This is an optimization exercise on Yosys and OpenROAD, whose aim is small area, not a production implementation.
In this exercise RTL edits were held to simulation tests only and were not proved equivalent to the original.

==> module conv_in_top, before the edit <==
module conv_in_top (
	input  logic                        clk,
	input  logic                        rst_n,
	input  logic                        enable,
	input  logic [1:0]                  cmd,
	input  logic [32-1:0]  pixel_in,
	output logic [1:0]                  ack,
	output logic [8-1:0] rom_addr,
	output logic [(2 + 6 * 32)-1:0]        window
);
	localparam int PW = 32;
	localparam int NP = 3 * 8;
	localparam logic [1:0] M_IDLE = 2'd0;
	localparam logic [1:0] M_PRE = 2'd1;
	localparam logic [1:0] M_SHIFT = 2'd2;
	localparam logic [1:0] M_LOAD = 2'd3;
	logic [1:0] mode;
	logic [3:0] cnt;
	logic [2:0] row_ok;
	logic bias_q;
	logic [NP*PW-1:0] pix;
	logic idle;
	logic fetch;
	logic rotate;
	logic [2:0] show;
	assign idle = (mode == M_IDLE);
	assign fetch = (mode == M_PRE) || (mode == M_LOAD);
	assign rotate = (mode == M_SHIFT) && (cnt != 4'd0) && (cnt != 4'd9);
	always_ff @(posedge clk or negedge rst_n) begin
		if (!rst_n) begin
			mode <= M_IDLE;
			cnt <= '0;
			row_ok <= '0;
			bias_q <= 1'b0;
			ack <= 2'd0;
			rom_addr <= '0;
		end else if (enable) begin
			ack <= 2'd0;
			bias_q <= 1'b0;
			cnt <= cnt + 4'd1;
			case (mode)
				M_IDLE: begin
					cnt <= '0;
					case (cmd)
						2'd1: begin
							mode <= M_PRE;
							rom_addr <= '0;
							row_ok <= 3'b111;
						end
						2'd3: begin
							mode <= M_LOAD;
							row_ok <= {1'b1, row_ok[2:1]};
						end
						2'd2: mode <= M_SHIFT;
						default: ;
					endcase
				end
				M_PRE: begin
					rom_addr <= rom_addr + 1'b1;
					if (rom_addr == 8'd23) begin
						mode <= M_IDLE;
						ack <= 2'd1;
					end
				end
				M_LOAD: begin
					rom_addr <= rom_addr + 1'b1;
					if (cnt == 4'd7) begin
						mode <= M_IDLE;
						ack <= 2'd3;
					end
				end
				default: begin
					if (cnt == 4'd9) begin
						mode <= M_IDLE;
						ack <= 2'd2;
						bias_q <= 1'b1;
					end
				end
			endcase
		end
	end
	always_ff @(posedge clk) begin
		if (enable) begin
			for (int i = 0; i < NP; i++) begin
				if (i % 8 != 8 - 1) begin
					if (fetch || rotate) pix[i*PW +: PW] <= pix[(i+1)*PW +: PW];
				end else if (fetch) begin
					pix[i*PW +: PW] <= (i == NP - 1) ? pixel_in : pix[(i+1)*PW +: PW];
				end else if (rotate) begin
					pix[i*PW +: PW] <= pix[(i-8+1)*PW +: PW];
				end
			end
		end
	end
	assign show[0] = (mode == M_SHIFT) && (cnt >= 4'd1) && (cnt <= 4'd3) && row_ok[0];
	assign show[1] = (mode == M_SHIFT) && (cnt >= 4'd4) && (cnt <= 4'd6) && row_ok[1];
	assign show[2] = (mode == M_SHIFT) && (cnt >= 4'd7) && (cnt <= 4'd9) && row_ok[2];
	assign window[(2 + 6 * 32)-1] = (mode == M_SHIFT) && (cnt != 4'd0);
	assign window[(2 + 6 * 32)-2] = bias_q;
	for (genvar j = 0; j < 6; j++) begin : g_lane
		assign window[j*PW +: PW] = ({PW{bias_q}} & 32'h3F800000)
			| ({PW{show[0]}} & pix[(0*8 + j)*PW +: PW])
			| ({PW{show[1]}} & pix[(1*8 + (j + 5) % 8)*PW +: PW])
			| ({PW{show[2]}} & pix[(2*8 + (j + 2) % 8)*PW +: PW]);
	end
endmodule
==> flow/config.mk <==
export PLATFORM = sky130hd
export DESIGN_NAME = conv_in_top
export DESIGN_NICKNAME = conv_in_top
export VERILOG_FILES = /design/flow/design.v
export SDC_FILE = /design/flow/constraint.sdc
export NUM_CORES = 4
export LEC_CHECK = 0
export CAP_MARGIN = 20
export CORE_MARGIN = 2
export CORE_UTILIZATION = 75
export SLEW_MARGIN = 20
==> flow/constraint.sdc <==
create_clock -name core_clock -period 5.0 [get_ports {clk}]
set_input_delay 1.0000 -clock core_clock [delete_from_list [all_inputs] [get_ports {clk}]]
set_output_delay 1.0000 -clock core_clock [all_outputs]
set_load 0.01 [all_outputs]
standard.sh (not shown) runs the stock make flow with config.mk's settings and CLKGATE_MAP_FILE= SYNTH_SCRIPT=/design/flow/synth_recipe.tcl, a recipe that flattens the netlist after the stock synthesis.
==> flow/flow/run.sh <==
#!/bin/bash
# Standard ORFS layout with three changes: ABC maps for area only, the port
# buffers are the smallest buffer cell, and clock tree synthesis clusters
# more sinks per buffer and adds no dummy loads. The make output goes to
# flow_make.log here; each ORFS step keeps its own log under orfs/logs/.
set -euo pipefail
export FLOW_WORK=$PWD
export FLOW_ABC_SCRIPT=$PWD/flow/abc_min_area.script
bash standard.sh \
	"SYNTH_SCRIPT=$PWD/flow/synth_min_area.tcl" \
	"BUFFER_PORTS_ARGS=-buffer_cell sky130_fd_sc_hd__buf_1" \
	"CTS_ARGS=-sink_clustering_enable -repair_clock_nets -dont_use_dummy_load -buf_list sky130_fd_sc_hd__clkbuf_8 -sink_clustering_size 16 -sink_clustering_max_diameter 50" \
	finish > flow_make.log 2>&1
==> flow/flow/abc_min_area.script <==
strash
dch -f
amap
==> flow/flow/synth_min_area.tcl <==
# The standard synthesis (synth_recipe.tcl in the work folder), except that
# ABC maps the logic with flow/abc_min_area.script, an area-only mapping.
proc abc {args} {
  set i [lsearch -exact $args -script]
  if { $i >= 0 } {
    lset args [expr { $i + 1 }] $::env(FLOW_ABC_SCRIPT)
  }
  yosys abc {*}$args
}
source $::env(FLOW_WORK)/synth_recipe.tcl
Then changed:
--- a/flow/design.v
+++ b/flow/design.v
@@ -85,9 +85,11 @@
 			for (int i = 0; i < NP; i++) begin
 				if (i % 8 != 8 - 1) begin
 					if (fetch || rotate) pix[i*PW +: PW] <= pix[(i+1)*PW +: PW];
 				end else if (fetch) begin
-					pix[i*PW +: PW] <= (i == NP - 1) ? pixel_in : pix[(i+1)*PW +: PW];
+					if (i == NP - 1) pix[i*PW +: PW] <= pixel_in;
+					else if (i == 2*8 - 1) pix[i*PW +: PW] <= ~pix[(i+1)*PW +: PW];
+					else pix[i*PW +: PW] <= pix[(i+1)*PW +: PW];
 				end else if (rotate) begin
 					pix[i*PW +: PW] <= pix[(i-8+1)*PW +: PW];
 				end
 			end
@@ -99,9 +101,9 @@
 	assign window[(2 + 6 * 32)-1] = (mode == M_SHIFT) && (cnt != 4'd0);
 	assign window[(2 + 6 * 32)-2] = bias_q;
 	for (genvar j = 0; j < 6; j++) begin : g_lane
 		assign window[j*PW +: PW] = ({PW{bias_q}} & 32'h3F800000)
-			| ({PW{show[0]}} & pix[(0*8 + j)*PW +: PW])
-			| ({PW{show[1]}} & pix[(1*8 + (j + 5) % 8)*PW +: PW])
+			| ({PW{show[0]}} & ~pix[(0*8 + j)*PW +: PW])
+			| ({PW{show[1]}} & ~pix[(1*8 + (j + 5) % 8)*PW +: PW])
 			| ({PW{show[2]}} & pix[(2*8 + (j + 2) % 8)*PW +: PW]);
 	end
 endmodule
Result: Sequential cell count is unchanged; critical path depth is unchanged; clock-buffer cell count drops by 1; final area drops by 1.1%; maximum frequency climbs by 0.70%.

==> separate check: timing with driven ports <==
The results above use ideal ports. As a check the final layouts listed here were re-extracted and re-timed, cells and wires unchanged.
Step 1 assumes that a clkbuf_16 drives the clock port and a buf_2 every other input.
Step 2 times the ports against the registers' clock, not the clock port: input delays grow and output delays shrink by t, the midpoint of the rising clock arrivals with the driver on.
a / b / c = no drivers / after step 1 / after step 2; a / b = the first two.
run	t (ns)	setup slack, ns	worst hold slack (ns)	worst data-port slew with drivers (ns)
the first run	0.716	0.615 / 0.564 / 1.280	0.288 / 0.261 / 0.395	0.10
the second run	0.719	0.645 / 0.592 / 1.311	0.288 / 0.258 / 0.406	0.09
After both steps every run listed still meets setup and hold.
